Context: an optimization exercise on an open-source flow, tuned for small area, a short achievable clock period and few clock cycles per item. The choices shown serve that exercise and are no tape-out recipe. At most, simulation tests tie the RTL to the original design; equivalence was not proved. Power and IR drop assume default switching activity.

==> 08-15: inputs <==
## fp_mult_pipe
module fp_mult_pipe #(
    parameter int EXP_W = 8,
    parameter int MAN_W = 23
) (
    input  logic                   clk,
    input  logic                   rst_n,
    input  logic                   in_valid,
    output logic                   in_ready,
    input  logic [EXP_W+MAN_W:0]   a,
    input  logic [EXP_W+MAN_W:0]   b,
    output logic                   out_valid,
    input  logic                   out_ready,
    output logic [EXP_W+MAN_W:0]   product,
    output logic [4:0]             flags
);
==> flow/config.mk <==
export PLATFORM = sky130hd
export DESIGN_NAME = fp_mult_pipe
export DESIGN_NICKNAME = fp_mult_pipe
export VERILOG_FILES = /design/flow/design.v
export SDC_FILE = /design/flow/constraint.sdc
export NUM_CORES = 4
export LEC_CHECK = 0
export ABC_AREA = 1
export CAP_MARGIN = 20
export CORE_MARGIN = 2
export CORE_UTILIZATION = 48
export CTS_BUF_LIST = sky130_fd_sc_hd__clkbuf_4 sky130_fd_sc_hd__clkbuf_8
export SETUP_SLACK_MARGIN = 5
export SLEW_MARGIN = 20
export TNS_END_PERCENT = 0
==> flow/constraint.sdc <==
create_clock -name core_clock -period 12.0 [get_ports {clk}]
set_input_delay 2.4000 -clock core_clock [delete_from_list [all_inputs] [get_ports {clk}]]
set_output_delay 2.4000 -clock core_clock [all_outputs]
set_load 0.01 [all_outputs]
standard.sh (not shown) runs the stock make flow with config.mk's settings and CLKGATE_MAP_FILE= SYNTH_SCRIPT=/design/flow/synth_recipe.tcl, a recipe that flattens the netlist after the stock synthesis.
==> flow/flow/run.sh <==
#!/bin/bash
# Standard ORFS layout through standard.sh, with three changes to how it is made:
#  - Yosys's quick ABC pass inside "synth" is skipped (SYNTH_ARGS=-noabc), so the
#    full-adder extraction sees the RTL's adder expressions directly; the final
#    ABC mapping, register mapping and naming are unchanged.
#  - ports are buffered with buf_2 cells instead of the delay cells buffer_ports
#    picks on its own (still one buffer on every input and output port);
#  - timing repair aims past the standard flow's slack target (SETUP_SLACK_MARGIN), which
#    shortens the achieved period. The SDC and clock period are the standard flow's.
# Each tool's full output goes to standard_flow.log and ORFS's own logs/.
set -euo pipefail
cd "$(dirname "$0")/.."
MARGIN=$(cat flow/margin.txt 2>/dev/null || echo 6.5)
bash standard.sh SYNTH_ARGS=-noabc SETUP_SLACK_MARGIN=$MARGIN "BUFFER_PORTS_ARGS=-buffer_cell sky130_fd_sc_hd__buf_2" finish > standard_flow.log 2>&1
==> flow/flow/margin.txt <==
6.0
==> 06-11: changes against 08-15 <==
--- a/flow/config.mk
+++ b/flow/config.mk
@@ -10,4 +10,3 @@
 export CORE_MARGIN = 2
-export CORE_UTILIZATION = 48
-export CTS_BUF_LIST = sky130_fd_sc_hd__clkbuf_4 sky130_fd_sc_hd__clkbuf_8
+export CORE_UTILIZATION = 40
 export SETUP_SLACK_MARGIN = 5
==> 09-16: changes against 08-15 <==
--- a/flow/config.mk
+++ b/flow/config.mk
@@ -10,4 +10,3 @@
 export CORE_MARGIN = 2
-export CORE_UTILIZATION = 48
-export CTS_BUF_LIST = sky130_fd_sc_hd__clkbuf_4 sky130_fd_sc_hd__clkbuf_8
+export CORE_UTILIZATION = 55
 export SETUP_SLACK_MARGIN = 5
==> comparison <==
08-15 completed without violations. 09-16 finished with timing, DRC and antenna clean. 06-11 passed the timing, DRC and antenna checks. Via count: 08-15 is smaller than 06-11 (about 1.6%). The lowest register-to-register slack belongs to 09-16, the highest to 06-11. Sequential share of layout area, lowest first: 06-11, 09-16, 08-15. The highest wire length belongs to 06-11, the lowest to 08-15. Of 08-15 and 06-11, 06-11 has the higher final cell count (gap about 3.5%, measured against 06-11). The lowest first-iteration DRC count belongs to 08-15, the highest to 06-11. In 08-15 the utilization is lower than in 09-16, by 7.5 points. Combinational power is about the same in 08-15 and 06-11. Of 08-15 and 09-16, 09-16 has the higher global-route usage (gap 4.6 points).
==> figures <==
| item | 08-15 | 09-16 | 06-11 |
|---|---|---|---|
| Status | no timing/DRC/antenna violations | no timing/DRC/antenna violations | no timing/DRC/antenna violations |
| Pin count of the biggest net entering global routing | 60 | 40 | 73 |
| Worst setup skew after layout | 0.00989 ns | 0.0190 ns | 0.00640 ns |
| Clock group share of total power | 3.6% | 5.0% | 4.5% |
| Number of cells on the critical path | 9 | 12 | 13 |
| Worst setup startpoint | a[17] | b[11] | b[9] |
| Reg2reg end | inf_r$_DFFE_PP_ | e_r[7]$_DFFE_PP_ | e_r[4]$_DFFE_PP_ |
| Final WS setup | 6.01 ns | 5.99 ns | 5.95 ns |
| Clock buffers | 9 | 12 | 9 |
| Min cycle time layout | 5.99 ns | 6.01 ns | 6.05 ns |
| Clock latency on the worst-skew pair | 0.41 ns | 0.38 ns | 0.37 ns |
| Multi-input gate area in the final layout | 0.0147 mm2 | 0.0148 mm2 | 0.0149 mm2 |
| Die Span Y | 200 um | 187 um | 219 um |
| Part of the cycle the worst path needs | 49.9% | 50.1% | 50.4% |
| Via count of the first global-routing pass | 16059 | 16307 | 16065 |
| Post-layout instance count excluding filler cells | 2707 | 2649 | 2806 |
| Transition time of the tightest slew-check pin | 0.981 ns | 0.957 ns | 0.933 ns |
| # Taps | 511 | 448 | 600 |
| Post-CTS resize count | 31 | 63 | 63 |
| Largest driver fanout on the critical path | 24 | 31 | 29 |
Testbench counts of 08-15, summed over its fixed seeds: cycles 8,008, items 8,000.
Testbench counts of 06-11, summed over its fixed seeds: cycles 8,008, items 8,000.
Testbench counts of 09-16, summed over its fixed seeds: cycles 8,008, items 8,000.

========
==> inputs of job 7514 <==
fp_mult_pipe, a different RTL version from the one above (not shown whole).
Design fp_mult_pipe, start of the top module:
module fp_mult_pipe #(
    parameter int EXP_W = 8,
    parameter int MAN_W = 23
) (
    input  logic                   clk,
    input  logic                   rst_n,
    input  logic                   in_valid,
    output logic                   in_ready,
    input  logic [EXP_W+MAN_W:0]   a,
    input  logic [EXP_W+MAN_W:0]   b,
    output logic                   out_valid,
    input  logic                   out_ready,
    output logic [EXP_W+MAN_W:0]   product,
    output logic [4:0]             flags
);
    logic [7:0]  ea, eb;
    logic [23:0] ma, mb;
    logic        a_zero, b_zero, a_inf, b_inf, a_nan, b_nan;
    logic        k_nan, k_inv, k_inf, k_zero;
    logic [9:0]  exp_sum;
    assign ea = a[30:23];
    assign eb = b[30:23];
    assign ma = {1'b1, a[22:0]};
    assign mb = {1'b1, b[22:0]};
    assign a_zero = (ea == 8'h00);
    assign b_zero = (eb == 8'h00);
    assign a_inf  = (ea == 8'hFF) && (a[22:0] == 23'd0);
    assign b_inf  = (eb == 8'hFF) && (b[22:0] == 23'd0);
    assign a_nan  = (ea == 8'hFF) && (a[22:0] != 23'd0);
    assign b_nan  = (eb == 8'hFF) && (b[22:0] != 23'd0);
    assign k_nan  = a_nan | b_nan | (a_inf & b_zero) | (b_inf & a_zero);
    assign k_inv  = ~(a_nan | b_nan) & ((a_inf & b_zero) | (b_inf & a_zero));
    assign k_inf  = ~k_nan & (a_inf | b_inf);
    assign k_zero = ~k_nan & ~(a_inf | b_inf) & (a_zero | b_zero);
    assign exp_sum = {2'b00, ea} + {2'b00, eb} - 10'd127;
    logic [21:0] oa, ob;
    logic        nz21;
    always_comb begin
        oa[0] = ma[0];
        ob[0] = mb[0];
        for (int i = 1; i < 22; i++) begin
            oa[i] = oa[i-1] | ma[i];
            ob[i] = ob[i-1] | mb[i];
        end
        nz21 = 1'b0;
        for (int i = 0; i < 22; i++) nz21 = nz21 | (oa[i] & ob[21-i]);
    end
    logic [24:0] yb;
    logic [11:0] one, two, neg;
    assign yb = {mb, 1'b0};
  ...
==> flow/config.mk <==
export PLATFORM = sky130hd
export DESIGN_NAME = fp_mult_pipe
export DESIGN_NICKNAME = fp_mult_pipe
export VERILOG_FILES = /design/flow/design.v
export SDC_FILE = /design/flow/constraint.sdc
export NUM_CORES = 4
export LEC_CHECK = 0
export ABC_AREA = 1
export CAP_MARGIN = 20
export CORE_MARGIN = 2
export CORE_UTILIZATION = 55
export SETUP_SLACK_MARGIN = 5
export SLEW_MARGIN = 20
export TNS_END_PERCENT = 0
==> flow/constraint.sdc <==
create_clock -name core_clock -period 12.0 [get_ports {clk}]
set_input_delay 2.4000 -clock core_clock [delete_from_list [all_inputs] [get_ports {clk}]]
set_output_delay 2.4000 -clock core_clock [all_outputs]
set_load 0.01 [all_outputs]
==> flow/flow/margin.txt <==
5.75
Scripts as last shown in full above: flow/flow/run.sh
==> job 1556: changes against job 7514 <==
--- a/flow/design.v
+++ b/flow/design.v
@@ -46,17 +46,17 @@
         for (int i = 0; i < 22; i++) nz21 = nz21 | (oa[i] & ob[21-i]);
     end
     logic [24:0] yb;
     logic [11:0] one, two, neg;
     assign yb = {mb, 1'b0};
     always_comb begin
         for (int i = 0; i < 12; i++) begin
             one[i] = yb[2*i+1] ^ yb[2*i];
-            two[i] = (yb[2*i+2] & ~yb[2*i+1] & ~yb[2*i]) | (~yb[2*i+2] & yb[2*i+1] & yb[2*i]);
+            two[i] = ~(yb[2*i+1] ^ yb[2*i]) & (yb[2*i+2] ^ yb[2*i+1]);
             neg[i] = yb[2*i+2];
         end
     end
     wire [24:0] pp0 = (({25{one[0]}} & {1'b0, ma}) | ({25{two[0]}} & {ma, 1'b0})) ^ {25{neg[0]}};
     wire [24:0] pp1 = (({25{one[1]}} & {1'b0, ma}) | ({25{two[1]}} & {ma, 1'b0})) ^ {25{neg[1]}};
     wire [24:0] pp2 = (({25{one[2]}} & {1'b0, ma}) | ({25{two[2]}} & {ma, 1'b0})) ^ {25{neg[2]}};
     wire [24:0] pp3 = (({25{one[3]}} & {1'b0, ma}) | ({25{two[3]}} & {ma, 1'b0})) ^ {25{neg[3]}};
     wire [24:0] pp4 = (({25{one[4]}} & {1'b0, ma}) | ({25{two[4]}} & {ma, 1'b0})) ^ {25{neg[4]}};
==> flow/flow/margin.txt (replaced) <==
6.0
Settings changed: CORE_UTILIZATION 55 to 40.
==> results.txt <==
quantity	job 1556	job 7514
Synth top area share	27.6%	27.7%
Worst max-slew margin expressed relative to the limit	34.1%	18.6%
Met1 Resource Use GR	35.2%	46.3%
Share of power burned in the clock network	4.0%	4.6%
Number of multi-input combinational cells	1,650	1,676
Clock group power	280 uW	288 uW
First-pass GRT wire length	96.9 mm	92.4 mm
Non-clk bufs	175	162
Post-Synthesis Cell Area	18,800 um2	18,700 um2
Hold WS	993 ps	779 ps
Outcome	complete, no violations	complete, no violations
Proportion of cell area occupied by multi-input gates	70.9%	71.5%
Ratio of routed vias to standard cells	5.96	6.16
Detail-routed net length per standard cell	23.3 um	22.5 um
Seq area share	13.1%	13.7%
Cell area after placement	19,700 um2	19,400 um2
Total power per unit cell area	325 nW/um2	305 nW/um2
Testbench counts of job 7514, summed over its fixed seeds: cycles 8,008, items 8,000.
No functional check of the RTL was part of job 1556.

-- re-timing with driven ports --
Ports are ideal in the flow. The routed layouts listed here were re-timed in OpenROAD.
Step 1 (the two cells are an assumption about what drives the block):
set clk [get_ports {clk}]
set_driving_cell -lib_cell sky130_fd_sc_hd__clkbuf_16 $clk
set_driving_cell -lib_cell sky130_fd_sc_hd__buf_2 [delete_from_list [all_inputs] $clk]
Step 2 adds t to the input delays and takes it off the output delays; t is the mean of the earliest and latest rising clock arrival at the registers after step 1. Input paths then give back, and output paths get back, about the clock's delay inside the block.
Slacks: ideal / step 1 / step 2; pairs: ideal / step 1.
run	shift t [ns]	setup slack, ns	clock arrival spread, ns	slew at the worst register clock pin (ns)	worst data-port slew with drivers (ns)
08-15	0.449	6.012 / 6.028 / 5.579	0.016 / 0.016	0.10 / 0.10	0.09
06-11	0.415	5.949 / 5.981 / 5.566	0.013 / 0.012	0.07 / 0.07	0.14
09-16	0.426	5.986 / 6.006 / 5.596	0.024 / 0.024	0.08 / 0.08	0.08
job 7514	0.424	5.738 / 5.755 / 5.331	0.018 / 0.018	0.08 / 0.08	0.05
job 1556	0.432	5.876 / 5.829 / 5.426	0.012 / 0.012	0.07 / 0.07	0.11
After both steps setup and hold are still met in every run listed. For job 1556, which loses most, drivers alone change the setup slack by -0.047 ns; drivers and shift together by -0.450 ns.
